What follows belongs to an exercise in optimizing a design on an open flow for small area and a short achievable clock period; a production flow would make more cautious choices.
The RTL was checked by simulation tests, not by an equivalence proof against the original design.
Power and IR drop assume default switching activity.

[flow/design.v]
`default_nettype none
package lq_pkg;
    typedef logic [31:0] addr_t;
    typedef logic [31:0] data_t;
    typedef logic [6:0]  rob_idx_t;
    typedef logic [5:0]  preg_t;
    typedef struct packed {
        preg_t    prd;
        rob_idx_t rob_idx;
    } lq_dispatch_t;
    typedef struct packed {
        addr_t    addr;
        rob_idx_t rob_idx;
        preg_t    prd;
    } lq_cache_req_t;
    typedef struct packed {
        rob_idx_t rob_idx;
        data_t    data;
    } lq_cache_resp_t;
    typedef struct packed {
        preg_t    prd;
        data_t    data;
        rob_idx_t rob_idx;
    } lq_result_t;
    typedef struct packed {
        logic     valid;
        addr_t    addr;
        logic     addr_valid;
        data_t    data;
        logic     data_valid;
        preg_t    prd;
        rob_idx_t rob_idx;
        logic     executed;
        logic     broadcast;
    } lq_entry_t;
endpackage
`default_nettype wire
`timescale 1ns/10ps
`default_nettype none
module lq_oldest_select #(
    parameter int LQ_ENTRIES = 32
) (
    input  logic [LQ_ENTRIES-1:0]         ready,
    input  logic [LQ_ENTRIES-1:0]         head_ge,    
    output logic                          found,
    output logic [LQ_ENTRIES-1:0]         sel_oh
);
    localparam int GRP  = 4;
    localparam int NGRP = LQ_ENTRIES / GRP;
    logic                  found_hi;
    logic [LQ_ENTRIES-1:0] cand;
    logic [NGRP-1:0]       grp_any;
    logic [NGRP-1:0]       grp_before;
    assign found_hi = |(ready & head_ge);
    assign cand     = found_hi ? (ready & head_ge) : ready;
    assign found    = |ready;
    always_comb begin
        for (int g = 0; g < NGRP; g++) begin
            grp_any[g] = |cand[g*GRP +: GRP];
        end
        for (int g = 0; g < NGRP; g++) begin
            grp_before[g] = 1'b0;
            for (int k = 0; k < g; k++) begin
                grp_before[g] = grp_before[g] | grp_any[k];
            end
        end
        for (int g = 0; g < NGRP; g++) begin
            for (int i = 0; i < GRP; i++) begin
                sel_oh[g*GRP + i] = cand[g*GRP + i] && !grp_before[g];
                for (int k = 0; k < i; k++) begin
                    sel_oh[g*GRP + i] = sel_oh[g*GRP + i] && !cand[g*GRP + k];
                end
            end
        end
    end
endmodule
`default_nettype wire
`timescale 1ns/10ps
`default_nettype none
module lq_entry_table #(
    parameter int LQ_ENTRIES     = 32,
    parameter int DISPATCH_WIDTH = 4
) (
    input  logic clk,
    input  logic rst,
    input  logic [DISPATCH_WIDTH-1:0]                          dispatch_valid,
    input  logic [DISPATCH_WIDTH-1:0]                          dispatch_is_load,
    input  logic [DISPATCH_WIDTH-1:0][12:0]                     dispatch,   
    output logic [DISPATCH_WIDTH-1:0]                          dispatch_lq_valid,
    output logic [DISPATCH_WIDTH-1:0][$clog2(LQ_ENTRIES)-1:0] dispatch_lq_idx,
    output logic                                               lq_full,
    output logic                                               lq_empty,
    output logic [$clog2(LQ_ENTRIES):0]                        lq_count,
    input  logic             addr_valid,
    input  lq_pkg::rob_idx_t addr_rob_idx,
    input  lq_pkg::addr_t    addr_value,
    output logic [LQ_ENTRIES-1:0]         head_ge,
    output logic [LQ_ENTRIES-1:0]         bcast_ready,
    input  logic                          bcast_found,
    input  logic [LQ_ENTRIES-1:0]         bcast_sel,
    output logic                   cache_req_valid,
    output lq_pkg::lq_cache_req_t  cache_req,
    input  logic                   cache_resp_valid,
    input  lq_pkg::lq_cache_resp_t cache_resp,
    output logic               result_valid,
    output lq_pkg::lq_result_t result,
    input  logic               result_ack,
    input  logic             commit_valid,
    input  lq_pkg::rob_idx_t commit_rob_idx,
    input  logic             flush,
    input  lq_pkg::rob_idx_t flush_rob_idx,
    input  lq_pkg::rob_idx_t rob_head_idx
);
    localparam int IDX_W = $clog2(LQ_ENTRIES);
    localparam int CNT_W = IDX_W + 1;
    logic [LQ_ENTRIES-1:0]      e_valid;
    wire [LQ_ENTRIES-1:0]       e_wait_addr;     
    wire [LQ_ENTRIES-1:0]       e_addr_seen;     
    wire [LQ_ENTRIES-1:0]       e_bcast_rdy;     
    wire [LQ_ENTRIES-1:0][31:0] e_data;
    wire [LQ_ENTRIES-1:0][5:0]  e_prd;
    wire [LQ_ENTRIES-1:0][6:0]  e_rob_idx;
    logic [IDX_W-1:0] head_q;
    logic [CNT_W-1:0] count_q;
    logic [IDX_W-1:0] tail_q;
    logic [IDX_W-1:0] tail;
    assign tail     = tail_q;
    assign lq_count = count_q;
    assign lq_full  = count_q[IDX_W];
    assign lq_empty = (count_q == '0);
    function automatic logic lt5(input logic [4:0] a, input logic [4:0] b);
        lt5 = 1'b0;
        for (int k = 0; k < 5; k++) begin
            lt5 = (!a[k] && b[k]) || (!a[k] && lt5) || (b[k] && lt5);
        end
    endfunction
    function automatic logic lt7(input logic [6:0] a, input logic [6:0] b);
        lt7 = 1'b0;
        for (int k = 0; k < 7; k++) begin
            lt7 = (!a[k] && b[k]) || (!a[k] && lt7) || (b[k] && lt7);
        end
    endfunction
    logic [LQ_ENTRIES-1:0] head_oh;
    logic [LQ_ENTRIES-1:0] tail_oh;
    logic [LQ_ENTRIES-1:0] tail_gt;
    logic                  ring_wrap;
    always_comb begin
        for (int j = 0; j < LQ_ENTRIES; j++) begin
            head_oh[j] = (head_q == IDX_W'(j));
            tail_oh[j] = (tail == IDX_W'(j));
            head_ge[j] = !lt5(IDX_W'(j), head_q);
            tail_gt[j] = lt5(IDX_W'(j), tail);
        end
    end
    assign ring_wrap = lt5(tail, head_q);
    always_comb begin
        for (int j = 0; j < LQ_ENTRIES; j++) begin
            e_valid[j] = count_q[IDX_W] ||
                         (ring_wrap ? (head_ge[j] || tail_gt[j]) : (head_ge[j] && tail_gt[j]));
        end
    end
    logic [DISPATCH_WIDTH-1:0]      lane_ld;
    logic [DISPATCH_WIDTH-1:0]      lane_ok;
    logic [3:0]                     room;       
    logic [3:0]                     ld_ge;      
    logic [3:0]                     acc_ge;     
    logic [2:0]                     n_acc;
    function automatic int ones4(input int x);
        ones4 = 0;
        for (int k = 0; k < 4; k++) begin
            ones4 = ones4 + ((x >> k) & 1);
        end
    endfunction
    function automatic logic lanes_are(input logic [3:0] ld, input int n, input int x);
        lanes_are = 1'b1;
        for (int k = 0; k < 4; k++) begin
            if (k < n) begin
                lanes_are = lanes_are && (ld[k] == ((x >> k) & 1));
            end
        end
    endfunction
    logic [3:0][IDX_W-1:0]          tail_plus;
    assign lane_ld = dispatch_valid & dispatch_is_load;
    always_comb begin
        room[0] = !count_q[5];
        room[1] = !count_q[5] && !(&count_q[4:0]);
        room[2] = !count_q[5] && !(&count_q[4:1]);
        room[3] = !count_q[5] && !(&count_q[4:2] && (count_q[1] || count_q[0]));
        for (int m = 0; m < 4; m++) begin
            tail_plus[m] = tail + IDX_W'(m);
        end
        for (int i = 0; i < DISPATCH_WIDTH; i++) begin
            lane_ok[i]         = 1'b0;
            dispatch_lq_idx[i] = '0;
            for (int x = 0; x < (1 << i); x++) begin
                lane_ok[i] = lane_ok[i] ||
                             (lane_ld[i] && lanes_are(lane_ld, i, x) && room[ones4(x)]);
                dispatch_lq_idx[i] = dispatch_lq_idx[i] |
                                     (lanes_are(lane_ld, i, x) ? tail_plus[ones4(x)] : IDX_W'(0));
            end
            dispatch_lq_valid[i] = lane_ok[i];
        end
        ld_ge[0] = |lane_ld;
        ld_ge[1] = (lane_ld[0] && (lane_ld[1] || lane_ld[2] || lane_ld[3])) ||
                   (lane_ld[1] && (lane_ld[2] || lane_ld[3])) ||
                   (lane_ld[2] && lane_ld[3]);
        ld_ge[2] = (lane_ld[0] && lane_ld[1] && (lane_ld[2] || lane_ld[3])) ||
                   (lane_ld[2] && lane_ld[3] && (lane_ld[0] || lane_ld[1]));
        ld_ge[3] = &lane_ld;
        acc_ge   = ld_ge & room;
        n_acc    = {acc_ge[3], acc_ge[1] && !acc_ge[3],
                    (acc_ge[0] && !acc_ge[1]) || (acc_ge[2] && !acc_ge[3])};
    end
    logic [3:0][12:0] bank_val;
    logic [3:0][3:0]  lane_pos;    
    always_comb begin
        lane_pos[0] = 4'b0001;
        lane_pos[1] = lane_ld[0] ? 4'b0010 : 4'b0001;
        lane_pos[2] = (lane_ld[0] && lane_ld[1])  ? 4'b0100 :
                      (lane_ld[0] || lane_ld[1])  ? 4'b0010 : 4'b0001;
        lane_pos[3][0] = !lane_ld[0] && !lane_ld[1] && !lane_ld[2];
        lane_pos[3][1] = (lane_ld[0] ^ lane_ld[1] ^ lane_ld[2]) &&
                         !(lane_ld[0] && lane_ld[1] && lane_ld[2]);
        lane_pos[3][2] = (lane_ld[0] && lane_ld[1] && !lane_ld[2]) ||
                         (lane_ld[0] && !lane_ld[1] && lane_ld[2]) ||
                         (!lane_ld[0] && lane_ld[1] && lane_ld[2]);
        lane_pos[3][3] = lane_ld[0] && lane_ld[1] && lane_ld[2];
        for (int b = 0; b < 4; b++) begin
            bank_val[b] = '0;
            for (int i = 0; i < DISPATCH_WIDTH; i++) begin
                for (int m = 0; m < 4; m++) begin
                    if (lane_ld[i] && lane_pos[i][m] && 2'(tail[1:0] + 2'(m)) == 2'(b)) begin
                        bank_val[b] = bank_val[b] | dispatch[i];
                    end
                end
            end
        end
    end
    logic [LQ_ENTRIES-1:0] disp_hit;
    always_comb begin
        for (int j = 0; j < LQ_ENTRIES; j++) begin
            disp_hit[j] = 1'b0;
            for (int m = 0; m < 4; m++) begin
                disp_hit[j] = disp_hit[j] ||
                              (acc_ge[m] && tail_oh[(j + LQ_ENTRIES - m) % LQ_ENTRIES]);
            end
        end
    end
    logic [LQ_ENTRIES-1:0] addr_hit;
    logic                  addr_any;
    logic [5:0]            addr_prd;
    logic                  pend_q;
    logic [31:0]           pend_addr_q;
    logic [6:0]            pend_rob_q;
    logic [5:0]            pend_prd_q;
    always_comb begin
        addr_prd = '0;
        for (int j = 0; j < LQ_ENTRIES; j++) begin
            addr_hit[j] = addr_valid && e_wait_addr[j] &&
                          e_rob_idx[j] == addr_rob_idx;
            addr_prd    = addr_prd | (addr_hit[j] ? e_prd[j] : 6'd0);
        end
        addr_any = |addr_hit;
    end
    assign cache_req_valid   = pend_q;
    assign cache_req.addr    = pend_addr_q;
    assign cache_req.rob_idx = pend_rob_q;
    assign cache_req.prd     = pend_prd_q;
    logic [LQ_ENTRIES-1:0] resp_hit;
    logic                  bc_take;
    always_comb begin
        for (int j = 0; j < LQ_ENTRIES; j++) begin
            bcast_ready[j] = e_bcast_rdy[j];
            resp_hit[j]    = cache_resp_valid && e_rob_idx[j] == cache_resp.rob_idx;
        end
    end
    assign result_valid = bcast_found;
    always_comb begin
        result = '0;
        for (int j = 0; j < LQ_ENTRIES; j++) begin
            if (bcast_sel[j]) begin
                result = result | {e_prd[j], e_data[j], e_rob_idx[j]};
            end
        end
    end
    assign bc_take = result_ack;
    logic [6:0] head_rob;
    logic       commit_hit;
    always_comb begin
        head_rob = '0;
        for (int j = 0; j < LQ_ENTRIES; j++) begin
            head_rob = head_rob | (head_oh[j] ? e_rob_idx[j] : 7'd0);
        end
    end
    assign commit_hit = commit_valid && !lq_empty && (head_rob == commit_rob_idx);
    function automatic logic older(input logic [6:0] a, input logic [6:0] b,
                                   input logic [6:0] h);
        older = lt7(b, h) ? (lt7(a, b) || !lt7(a, h)) : (lt7(a, b) && !lt7(a, h));
    endfunction
    logic [LQ_ENTRIES-1:0] alive;
    logic [LQ_ENTRIES-1:0] flush_kill;
    logic [CNT_W-1:0]      survive_cnt;
    logic [LQ_ENTRIES-1:0] edge_oh;
    logic [IDX_W-1:0]      edge_idx;
    logic                  edge_found;
    logic                  any_alive;
    logic [IDX_W-1:0]      flush_tail;
    logic                  pend_kill;
    always_comb begin
        for (int j = 0; j < LQ_ENTRIES; j++) begin
            flush_kill[j] = !older(e_rob_idx[j], flush_rob_idx, rob_head_idx);
            alive[j]      = e_valid[j] && !flush_kill[j];
        end
        edge_idx = '0;
        for (int j = 0; j < LQ_ENTRIES; j++) begin
            edge_oh[j] = !alive[j] && alive[(j + LQ_ENTRIES - 1) % LQ_ENTRIES];
            edge_idx   = edge_idx | (edge_oh[j] ? IDX_W'(j) : IDX_W'(0));
        end
        edge_found = |edge_oh;
        any_alive  = |alive;
        if (edge_found) begin
            flush_tail  = edge_idx;
            survive_cnt = CNT_W'(IDX_W'(edge_idx - head_q));
        end else if (any_alive) begin
            flush_tail  = tail_q;
            survive_cnt = CNT_W'(LQ_ENTRIES);
        end else begin
            flush_tail  = head_q;
            survive_cnt = '0;
        end
    end
    assign pend_kill = !older(pend_rob_q, flush_rob_idx, rob_head_idx);
    always_ff @(posedge clk) begin
        if (rst) begin
            head_q  <= '0;
            tail_q  <= '0;
            count_q <= '0;
        end else if (flush) begin
            tail_q  <= flush_tail;
            count_q <= survive_cnt;
        end else begin
            head_q  <= head_q + IDX_W'(commit_hit);
            tail_q  <= tail_q + IDX_W'(n_acc);
            count_q <= count_q + CNT_W'(n_acc) - CNT_W'(commit_hit);
        end
    end
    always_ff @(posedge clk) begin
        if (rst) begin
            pend_q <= 1'b0;
        end else if (flush) begin
            if (pend_kill) begin
                pend_q <= 1'b0;
            end
        end else begin
            pend_q      <= addr_any;
            pend_addr_q <= addr_value;
            pend_rob_q  <= addr_rob_idx;
            pend_prd_q  <= addr_prd;
        end
    end
    localparam logic [1:0] ST_IDLE  = 2'd0;
    localparam logic [1:0] ST_WAIT  = 2'd1;
    localparam logic [1:0] ST_ADDR  = 2'd2;
    localparam logic [1:0] ST_READY = 2'd3;
    for (genvar j = 0; j < LQ_ENTRIES; j++) begin : g_entry
        logic [1:0]  state_q;
        logic [31:0] data_q;
        logic [5:0]  prd_q;
        logic [6:0]  rob_idx_q;
        assign e_wait_addr[j]  = (state_q == ST_WAIT);
        assign e_addr_seen[j]  = (state_q == ST_ADDR);
        assign e_bcast_rdy[j]  = (state_q == ST_READY);
        assign e_data[j]       = data_q;
        assign e_prd[j]        = prd_q;
        assign e_rob_idx[j]    = rob_idx_q;
        always_ff @(posedge clk) begin
            if (disp_hit[j]) begin
                prd_q     <= bank_val[j % 4][12:7];   
                rob_idx_q <= bank_val[j % 4][6:0];    
            end
        end
        always_ff @(posedge clk) begin
            if (!rst && !flush && resp_hit[j]) begin
                data_q <= cache_resp.data;
            end
        end
        always_ff @(posedge clk) begin
            if (rst) begin
                state_q <= ST_IDLE;
            end else if (flush) begin
                if (flush_kill[j]) begin
                    state_q <= ST_IDLE;
                end
            end else if (disp_hit[j]) begin
                state_q <= ST_WAIT;
            end else begin
                if (addr_hit[j]) begin
                    state_q <= ST_ADDR;
                end
                if (resp_hit[j] && e_addr_seen[j]) begin
                    state_q <= ST_READY;
                end
                if (bc_take && bcast_sel[j]) begin
                    state_q <= ST_IDLE;
                end
            end
        end
    end
endmodule
`default_nettype wire
`timescale 1ns/10ps
`default_nettype none
module load_queue #(
    parameter int LQ_ENTRIES     = 32,
    parameter int DISPATCH_WIDTH = 4
) (
    input  logic clk,
    input  logic rst,
    input  logic [DISPATCH_WIDTH-1:0]                          dispatch_valid,
    input  logic [DISPATCH_WIDTH-1:0]                          dispatch_is_load,
    input  logic [DISPATCH_WIDTH-1:0][12:0]                     dispatch,   
    output logic [DISPATCH_WIDTH-1:0]                          dispatch_lq_valid,
    output logic [DISPATCH_WIDTH-1:0][$clog2(LQ_ENTRIES)-1:0] dispatch_lq_idx,
    output logic                                               lq_full,
    input  logic             addr_valid,
    input  lq_pkg::rob_idx_t addr_rob_idx,
    input  lq_pkg::addr_t    addr_value,
    output logic                   cache_req_valid,
    output lq_pkg::lq_cache_req_t  cache_req,
    input  logic                   cache_resp_valid,
    input  lq_pkg::lq_cache_resp_t cache_resp,
    output logic               result_valid,
    output lq_pkg::lq_result_t result,
    input  logic               result_ack,
    input  logic             commit_valid,
    input  lq_pkg::rob_idx_t commit_rob_idx,
    input  logic             flush,
    input  lq_pkg::rob_idx_t flush_rob_idx,
    input  lq_pkg::rob_idx_t rob_head_idx,
    output logic [$clog2(LQ_ENTRIES):0] lq_count,
    output logic                        lq_empty
);
    localparam int IDX_W = $clog2(LQ_ENTRIES);
    logic [LQ_ENTRIES-1:0] bcast_ready;
    logic [LQ_ENTRIES-1:0] head_ge;
    logic                  bcast_found;
    logic [LQ_ENTRIES-1:0] bcast_sel;
    lq_entry_table #(
        .LQ_ENTRIES     (LQ_ENTRIES),
        .DISPATCH_WIDTH (DISPATCH_WIDTH)
    ) u_table (
        .clk               (clk),
        .rst               (rst),
        .dispatch_valid    (dispatch_valid),
        .dispatch_is_load  (dispatch_is_load),
        .dispatch          (dispatch),
        .dispatch_lq_valid (dispatch_lq_valid),
        .dispatch_lq_idx   (dispatch_lq_idx),
        .lq_full           (lq_full),
        .lq_empty          (lq_empty),
        .lq_count          (lq_count),
        .addr_valid        (addr_valid),
        .addr_rob_idx      (addr_rob_idx),
        .addr_value        (addr_value),
        .head_ge           (head_ge),
        .bcast_ready       (bcast_ready),
        .bcast_found       (bcast_found),
        .bcast_sel         (bcast_sel),
        .cache_req_valid   (cache_req_valid),
        .cache_req         (cache_req),
        .cache_resp_valid  (cache_resp_valid),
        .cache_resp        (cache_resp),
        .result_valid      (result_valid),
        .result            (result),
        .result_ack        (result_ack),
        .commit_valid      (commit_valid),
        .commit_rob_idx    (commit_rob_idx),
        .flush             (flush),
        .flush_rob_idx     (flush_rob_idx),
        .rob_head_idx      (rob_head_idx)
    );
    lq_oldest_select #(
        .LQ_ENTRIES (LQ_ENTRIES)
    ) u_bcast_sel (
        .ready    (bcast_ready),
        .head_ge  (head_ge),
        .found    (bcast_found),
        .sel_oh   (bcast_sel)
    );
endmodule
`default_nettype wire
[flow/flow/run.sh]
#!/bin/bash
# Layout: the standard synthesis unchanged, then the standard ORFS steps with
# two knobs of their own: the port buffers are plain sky130 buffers, and timing repair
# aims for more setup slack than the period needs, so that the paths from the
# inputs to the outputs come out short. The clock, its period and the SDC are the standard flow's.
# Each call's full output goes to a log file here; ORFS keeps its per-step logs
# under orfs/logs.
set -euo pipefail
bash standard.sh synth > log_synth.txt 2>&1
bash standard.sh \
    "BUFFER_PORTS_ARGS=-buffer_cell sky130_fd_sc_hd__buf_2" \
    SETUP_SLACK_MARGIN=16.8 \
    finish > log_layout.txt 2>&1
[flow/standard.sh]
#!/bin/bash
# synth_recipe.tcl (not shown) runs the flow's synth.tcl, then flattens the netlist and writes it again
# the make line also repeats each setting of config.mk as NAME=value (left out here)
make -C /OpenROAD-flow-scripts/flow DESIGN_CONFIG=/design/flow/config.mk WORK_HOME=/design/flow/orfs CLKGATE_MAP_FILE= SYNTH_SCRIPT=/design/flow/synth_recipe.tcl "${@:-finish}"
[flow/config.mk]
export PLATFORM = sky130hd
export DESIGN_NAME = load_queue
export DESIGN_NICKNAME = load_queue
export VERILOG_FILES = /design/flow/design.v
export SDC_FILE = /design/flow/constraint.sdc
export NUM_CORES = 4
export LEC_CHECK = 0
export CAP_MARGIN = 20
export CORE_MARGIN = 2
export CORE_UTILIZATION = 40
export CTS_CLUSTER_DIAMETER = 60
export CTS_CLUSTER_SIZE = 30
export PLACE_DENSITY = 0.5
export SETUP_SLACK_MARGIN = 1.0
export SLEW_MARGIN = 20
[flow/constraint.sdc]
create_clock -name core_clock -period 30.0 [get_ports {clk}]
set_input_delay 6.0000 -clock core_clock [delete_from_list [all_inputs] [get_ports {clk}]]
set_output_delay 6.0000 -clock core_clock [all_outputs]
set_load 0.01 [all_outputs]
==> flow_summary.yaml, run 1 <==
status:
  status: "no timing/DRC/antenna violations"
drt:
  wl_per_cell_um: 43.3
  drc_errors: 0
  via_per_inst: 7.07
  routed-via-count: 69800
  firstDrtPassIters: 13
  drtIter0Drc: 13000
  drtAntennaViolNets: 0
  wl_mm: 427
finish:
  syn2layout_area_growth_pct: 13.4
  final_cell_mix: "edfxtp_1, nand2_1, a22oi_1, nor2_1, xnor2_1"
  regArea_um2: 46200
  n_fill_cell: 18200
  fin_util_pct: 45.6
  drive_above_1_share_pct: 14.8
  final_common_cell: "edfxtp_1"
  post-route-cell-area_um2: 91000
  nets: 7296
  multi_input_area_um2: 32000
floorplanning:
  initial_core_util_pct: 40.2
  die_w_um: 452
  core_area_um2: 200000
  die_y_um: 452
  rows: 164
  ios: 290
  die_area_um2: 204000
timing:
  setup_viol: 0
  hold_ws_ps: 524
  finClkSkew_ps: 76.1
  finalHoldViolCount: 0
  fin_setup_tns_ps: 0
  finalCritPeriodShare_pct: 44.9
  fmax_ghz: 0.0743
  setup_ws_ps: 16540
  worst_pin_slew_ps: 1400
  period_needed_ps: 13460
  slew_headroom_pct: 6.27
  rsz0062_at_grt: "true"
  slew_violations: 0
clocking:
  cts.hold.buffers_added: 0
  clockRootBuffer: "clkbuf_16"
  clkTransAtPathRegs_ps: 70
  cts_sinks: 1566
  cts_tree: "yes"
  numCtsBuffers: 135
  cts.htree.levels: 4
  clk_latency_ps: 840
  clock_path_buffers: 3
global_routing:
  grt_pass1_wl_mm: 569
  grt_pass1_vias: 64400
  antenna_found_initial: 24
  grt.overflow.total: 0
  gr-usage-all-layers_pct: 40.7
  grt_max_degree: 56
yosys:
  synth_flop_cell: "edfxtp_1"
  syn_nets: 7225
  ys_warn_count: 2
  synth-seq-cells: 1566
  synth_async_sr_flop_share_pct: 0
  seq_area_frac_synth_pct: 57.6
  synth_area_um2: 80300
  synth-edff-count: 1485
  syn_inst: 7015
  avgSynthCellArea_um2: 11.4
  synthDistinctLibCells: 94
critical_path:
  cp_max_fo: 8
  arrival_ps: 7460
  startpoint_type: "input pin"
  end_kind: "output pin"
  path_class: "in -> out"
  worst_ep_required_time_ps: 24000
hold_path:
  hold_path.class: "reg -> reg"
flow_run:
  max-cap-violations: 0
place:
  place_congestion: 1.13
  dpl_cell_area_um2: 85400
  portBuffers: 289
  post-dp-hpwl_mm: 280
  post-place-ws_ps: 15970
pwr:
  leakagePower_nw: 30.0
  vdd_drop_max_uv: 61.3
  power.density_nw_per_um2: 59.4
[worst max-delay path, stage by stage]
cell	delay, ps
buf_8	110
nand2_8	100
inv_8	50
ha_4	160
buf_4	120
or2_4	260
a221oi_2	260
o21ai_1	90
nand3_1	90
a21oi_2	60
buf_2	160
[routing by layer]
layer | vias up | global-route usage [%] | part of all wire, % | routed length [µm]
met5 | - | 0.163 | 0.021 | 91
met4 | 8 | 27.9 | 8.3 | 35300
met3 | 1345 | 11.8 | 12 | 51400
met2 | 5422 | 59.0 | 42 | 180000
met1 | 35300 | 52.4 | 38 | 160000
li1 | 27700 | - | - | -
[cells in the mapped netlist, types with 33 or more instances]
library cell | n | area, µm²
a22oi_1 | 496 | 3720
a21oi_1 | 272 | 1360
a22o_1 | 82 | 718
clkbuf_1 | 488 | 1830
nand2b_1 | 111 | 694
and3_1 | 34 | 213
nor3_1 | 81 | 405
o21ai_0 | 333 | 1670
a222oi_1 | 172 | 1720
a221oi_1 | 107 | 937
buf_2 | 50 | 250
buf_1 | 108 | 405
nand3_1 | 182 | 911
inv_1 | 159 | 597
nand4_1 | 165 | 1030
a32oi_1 | 40 | 350
a31oi_1 | 41 | 257
o31ai_1 | 36 | 270
nor2_1 | 399 | 1500
edfxtp_1 | 1485 | 44600
dfxtp_1 | 81 | 1620
a211oi_1 | 60 | 450
and2_1 | 38 | 238
xnor2_1 | 350 | 3070
maj3_1 | 86 | 861
a221o_1 | 65 | 651
xor2_1 | 124 | 1090
o211ai_1 | 78 | 586
nor2b_1 | 66 | 413
a21o_1 | 33 | 248
nor4_1 | 74 | 463
ha_1 | 41 | 513
nand2_1 | 567 | 2130
[layout make-up]
type | instances | area share (%)
clock inverter | 105 | 1.58
clock buffer | 142 | 3.81
timing repair buffer | 589 | 4.24
antenna | 18 | 0.0495
sequential | 1566 | 50.8
inverter | 164 | 0.689
multi-input combinational | 4630 | 35.2
tap | 2656 | 3.65
[where the power goes]
| part | internal [mW] | total, mW | switching (mW) |
|---|---|---|---|
| clock network | 0.995 | 1.95 | 0.959 |
| registers | 2.48 | 2.57 | 0.0894 |
| logic | 0.246 | 0.887 | 0.641 |
[kinds of logic after synthesis]
logic type / Yosys count / share of synthesized area [%]
flip-flops: 1566 / 57.6
XOR/XNOR: 474 / 5.17
AO/OA/AOI/OAI: 2140 / 19.8
buffers and inverters: 820 / 3.98
multiplexers: 9 / 0.115
AND/OR/NAND/NOR: 1876 / 11.6
adder cells (fa/ha/maj): 130 / 1.79
[what timing repair did]
item | in CTS | in global routing
buffers inserted | 17 | 11
pin swaps | 16 | 12
resized for setup | 59 | 29
endpoints found under the setup margin | 58 | 56
gates cloned | 1 | 0
[per-stage QoR]
step | cells | power (mW)
after floorplan | 7015 | 3.02
after global placement | 9573 | 3.44
after detailed placement | 9574 | 3.45
after CTS | 9839 | 5.38
after global routing | 9855 | 5.52
final | 9870 | 5.41
[flip-flops by register name, indices dropped and copies added (netlist names)]
register,count
u_table.tail_q,5
u_table.head_q,5
u_table.g_entry.state_q,64
u_table.g_entry.data_q,1024
u_table.pend_q,1
u_table.pend_prd_q,6
u_table.pend_addr_q,32
u_table.pend_rob_q,7
u_table.g_entry.prd_q,192
u_table.count_q,6
u_table.g_entry.rob_idx_q,224
[worst paths after layout]
kind / cells after the start / to / slack, ps / startpoint
max: 11 / dispatch_lq_valid[3] / 16540 / dispatch_valid[0]
min: 2 / u_table.g_entry[18].state_q[0] / 520 / u_table.g_entry[18].state_q[0]
max reg2reg: 21 / u_table.count_q[4] / 23070 / u_table.head_q[4]
min reg2reg: 2 / u_table.g_entry[18].state_q[0] / 520 / u_table.g_entry[18].state_q[0]
==> inputs of run 2 (changes only) <==
--- a/flow/config.mk
+++ b/flow/config.mk
@@ -8,8 +8,8 @@
 export CAP_MARGIN = 20
 export CORE_MARGIN = 2
 export CORE_UTILIZATION = 40
-export CTS_CLUSTER_DIAMETER = 60
-export CTS_CLUSTER_SIZE = 30
+export CTS_CLUSTER_DIAMETER = 80
+export CTS_CLUSTER_SIZE = 40
 export PLACE_DENSITY = 0.5
 export SETUP_SLACK_MARGIN = 1.0
 export SLEW_MARGIN = 20
==> run 2 against run 1 <==
Net effect: non-clock buffer count down 4; global-route usage shrank 0.12 points; register-to-register slack gained 230 ps; sequential share of layout area up 0.67 points; utilization is 0.60 points lower; largest power group unchanged; via count decreased by 0.77%; combinational power is essentially flat.
==> flow_summary.yaml, run 2 <==
status:
  status: "no timing/DRC/antenna violations"
drt:
  wl_per_cell_um: 43.5
  drtAntennaViolNets: 0
  drc_errors: 0
  firstDrtPassIters: 13
  wl_mm: 426
  drtIter0Drc: 12400
  routed-via-count: 69300
  via_per_inst: 7.06
critical_path:
  cp_slowest_stage_delay_ps: 280
  end_kind: "output pin"
  worst_ep_required_time_ps: 24000
  arrival_ps: 7440
  path_class: "in -> out"
  startpoint_type: "input pin"
  cp_num_buf_inv: 4
  crit_slowest_cell: "or2_4"
  crit_family: "simple AND/OR/NAND/NOR gates"
  cp_max_fo: 5
  cp_cell_sequence: "buf_8 -> nand2_8 -> inv_8 -> ha_4 -> buf_6 -> or2_4 -> a221oi_2 -> o21ai_1 -> nand3_1 -> a21oi_2 -> buf_2"
place:
  post-dp-hpwl_mm: 280
  post-place-ws_ps: 15970
  place_congestion: 1.13
  dpl_cell_area_um2: 85400
  portBuffers: 289
floorplanning:
  initial_core_util_pct: 40.2
  die_y_um: 452
  rows: 164
  core_area_um2: 200000
  ios: 290
  die_w_um: 452
  die_area_um2: 204000
clocking:
  clk_latency_ps: 840
  clock_path_buffers: 3
  cts_sinks: 1566
  clkTransAtPathRegs_ps: 80
  clockRootBuffer: "clkbuf_16"
  cts.hold.buffers_added: 0
  cts_tree: "yes"
  cts.htree.levels: 3
  numCtsBuffers: 101
yosys:
  yosysMostFrequentCell: "edfxtp_1"
  synth_top_area_share_pct: 55.6
  seq_area_frac_synth_pct: 57.6
  synth_flop_cell: "edfxtp_1"
  ys_top_cells_by_area: "edfxtp_1, a22oi_1, xnor2_1"
  synthDistinctLibCells: 94
  synth_area_um2: 80300
  avgSynthCellArea_um2: 11.4
  syn_nets: 7225
  syn_inst: 7015
  synth_async_sr_flop_share_pct: 0
  ys_warn_count: 2
  synth-seq-cells: 1566
  synth_commonest_cells: "edfxtp_1, nand2_1, a22oi_1"
  synth_top_cell_by_area: "edfxtp_1"
  synth-edff-count: 1485
finish:
  syn2layout_area_growth_pct: 11.9
  nets: 7258
  post-route-cell-area_um2: 89800
  final_common_cell: "edfxtp_1"
  largest-register: "u_table.g_entry.data_q"
  drive_above_1_share_pct: 14.1
  largest_reg_flops: 1024
  reg_top3: "u_table.g_entry.data_q: 1024 flops, u_table.g_entry.rob_idx_q: 224 flops, u_table.g_entry.prd_q: 192 flops"
  final_cell_mix: "edfxtp_1, nand2_1, a22oi_1, nor2_1, xnor2_1"
timing:
  period_needed_ps: 13440
  finalCritPeriodShare_pct: 44.8
  fin_setup_tns_ps: 0
  fmax_ghz: 0.0744
  setup_ws_ps: 16560
  slew_headroom_pct: 14.5
  finClkSkew_ps: 88.9
  worst_pin_slew_ps: 1270
  finalHoldViolCount: 0
  slew_violations: 0
  setup_viol: 0
  rsz0062_at_grt: "true"
global_routing:
  grt_pass1_wl_mm: 567
  antenna_found_initial: 29
  gr-usage-all-layers_pct: 40.5
  grt.overflow.total: 0
  grt_pass1_vias: 64000
  grt_max_degree: 56
hold_path:
  hold_path.class: "reg -> reg"
flow_run:
  max-cap-violations: 0
pwr:
  leakagePower_nw: 29.4
  vdd_drop_max_uv: 59.7
  power.density_nw_per_um2: 56.6
## run 2: metal layers
layer  vias up  global-route usage [%]  part of all wire, %
met3      1333                    11.9                   12
li1      27600                       -                    -
met5         -                   0.350                0.070
met4        22                    27.6                  8.3
met1     35100                    52.2                   38
met2      5253                    58.8                   42
## run 2: worst paths after layout
check,start,end,slack [ps],cells after the start
setup / recovery,dispatch_is_load[1],dispatch_lq_valid[3],16560,11
hold / removal,u_table.g_entry[18].state_q[0],u_table.g_entry[18].state_q[0],530,2
setup reg to reg,u_table.tail_q[2],u_table.count_q[4],23300,18
hold reg to reg,u_table.g_entry[18].state_q[0],u_table.g_entry[18].state_q[0],530,2
## run 2: layout make-up
| cell class | count | area [µm²] |
|---|---|---|
| tap | 2656 | 3320 |
| clock buffer | 108 | 2550 |
| inverter | 164 | 632 |
| fill | 18300 | 110000 |
| timing repair buffer | 585 | 3810 |
| antenna | 15 | 37.5 |
| multi-input combinational | 4630 | 32000 |
| sequential | 1566 | 46200 |
| clock inverter | 83 | 1230 |
## run 2: tightest hold or removal path, delay by kind of cell, from the launching register on
kind	cells	cell delay, ps
flops	1	350
simple gates	1	70
compound gates	1	60
## run 2: power by group
part | leakage (nW) | switching, mW | total [mW] | internal [mW]
logic | 13.5 | 0.640 | 0.885 | 0.246
registers | 14.1 | 0.0888 | 2.57 | 2.48
clock network | 1.80 | 0.899 | 1.63 | 0.735
total | 29.4 | 1.63 | 5.09 | 3.46
## run 2: timing repair
action	4_1_cts	5_1_grt
setup endpoints to repair	58	55
resized for setup	52	30
setup buffers	13	12
pin swaps	13	12
gates cloned	1	0
## run 2: logic make-up (layout without fill, tap and decap cells)
logic type | Yosys count | after routing | share of synthesized area (%)
compound gates | 2140 | 2140 | 19.8
xor+xnor | 474 | 474 | 5.17
fa+ha+maj | 130 | 130 | 1.79
buf+inv | 820 | 940 | 3.98
flops | 1566 | 1566 | 57.6
mux | 9 | 9 | 0.115
other cells | 0 | 15 | 0
simple gates | 1876 | 1877 | 11.6
## run 2: per-stage QoR
step,power (mW),utilization (%),hold slack [ps],std cells
2_1_floorplan,3.02,-,463,7015
3_3_place_gp,3.44,42.8,500,9573
3_5_place_dp,3.45,42.8,502,9574
4_1_cts,5.06,44.8,516,9779
5_1_grt,5.20,45.0,539,9796
6_report,5.09,45.0,526,9807

## static timing again, ports no longer ideal
How much do the figures lean on ideal ports? The routed layouts below were timed once more, with nothing changed but the port constraints.
Step 1 (the two cells are an assumption about what drives the block):
set clk [get_ports {clk}]
set_driving_cell -lib_cell sky130_fd_sc_hd__clkbuf_16 $clk
set_driving_cell -lib_cell sky130_fd_sc_hd__buf_2 [delete_from_list [all_inputs] $clk]
Step 2, shift: input delay + t, output delay - t, t = (earliest + latest rising clock arrival at the registers) / 2. This alone moves slack from input paths to output paths.
a / b / c = ideal ports / drivers / drivers and shift; a / b = the first two.
run	t (ns)	slack for setup (ns)	worst setup path after step 2	worst register clock-pin slew, ns	worst slew at a driven data input, ns
run 1	0.907	16.542 / 16.503 / 16.503	input to output	0.10 / 0.10	0.11
run 2	0.867	16.558 / 16.512 / 16.512	input to output	0.11 / 0.11	0.12
After both steps setup and hold are still met in every run listed. For run 2, which loses most, drivers alone change the setup slack by -0.046 ns; drivers and shift together by -0.046 ns.
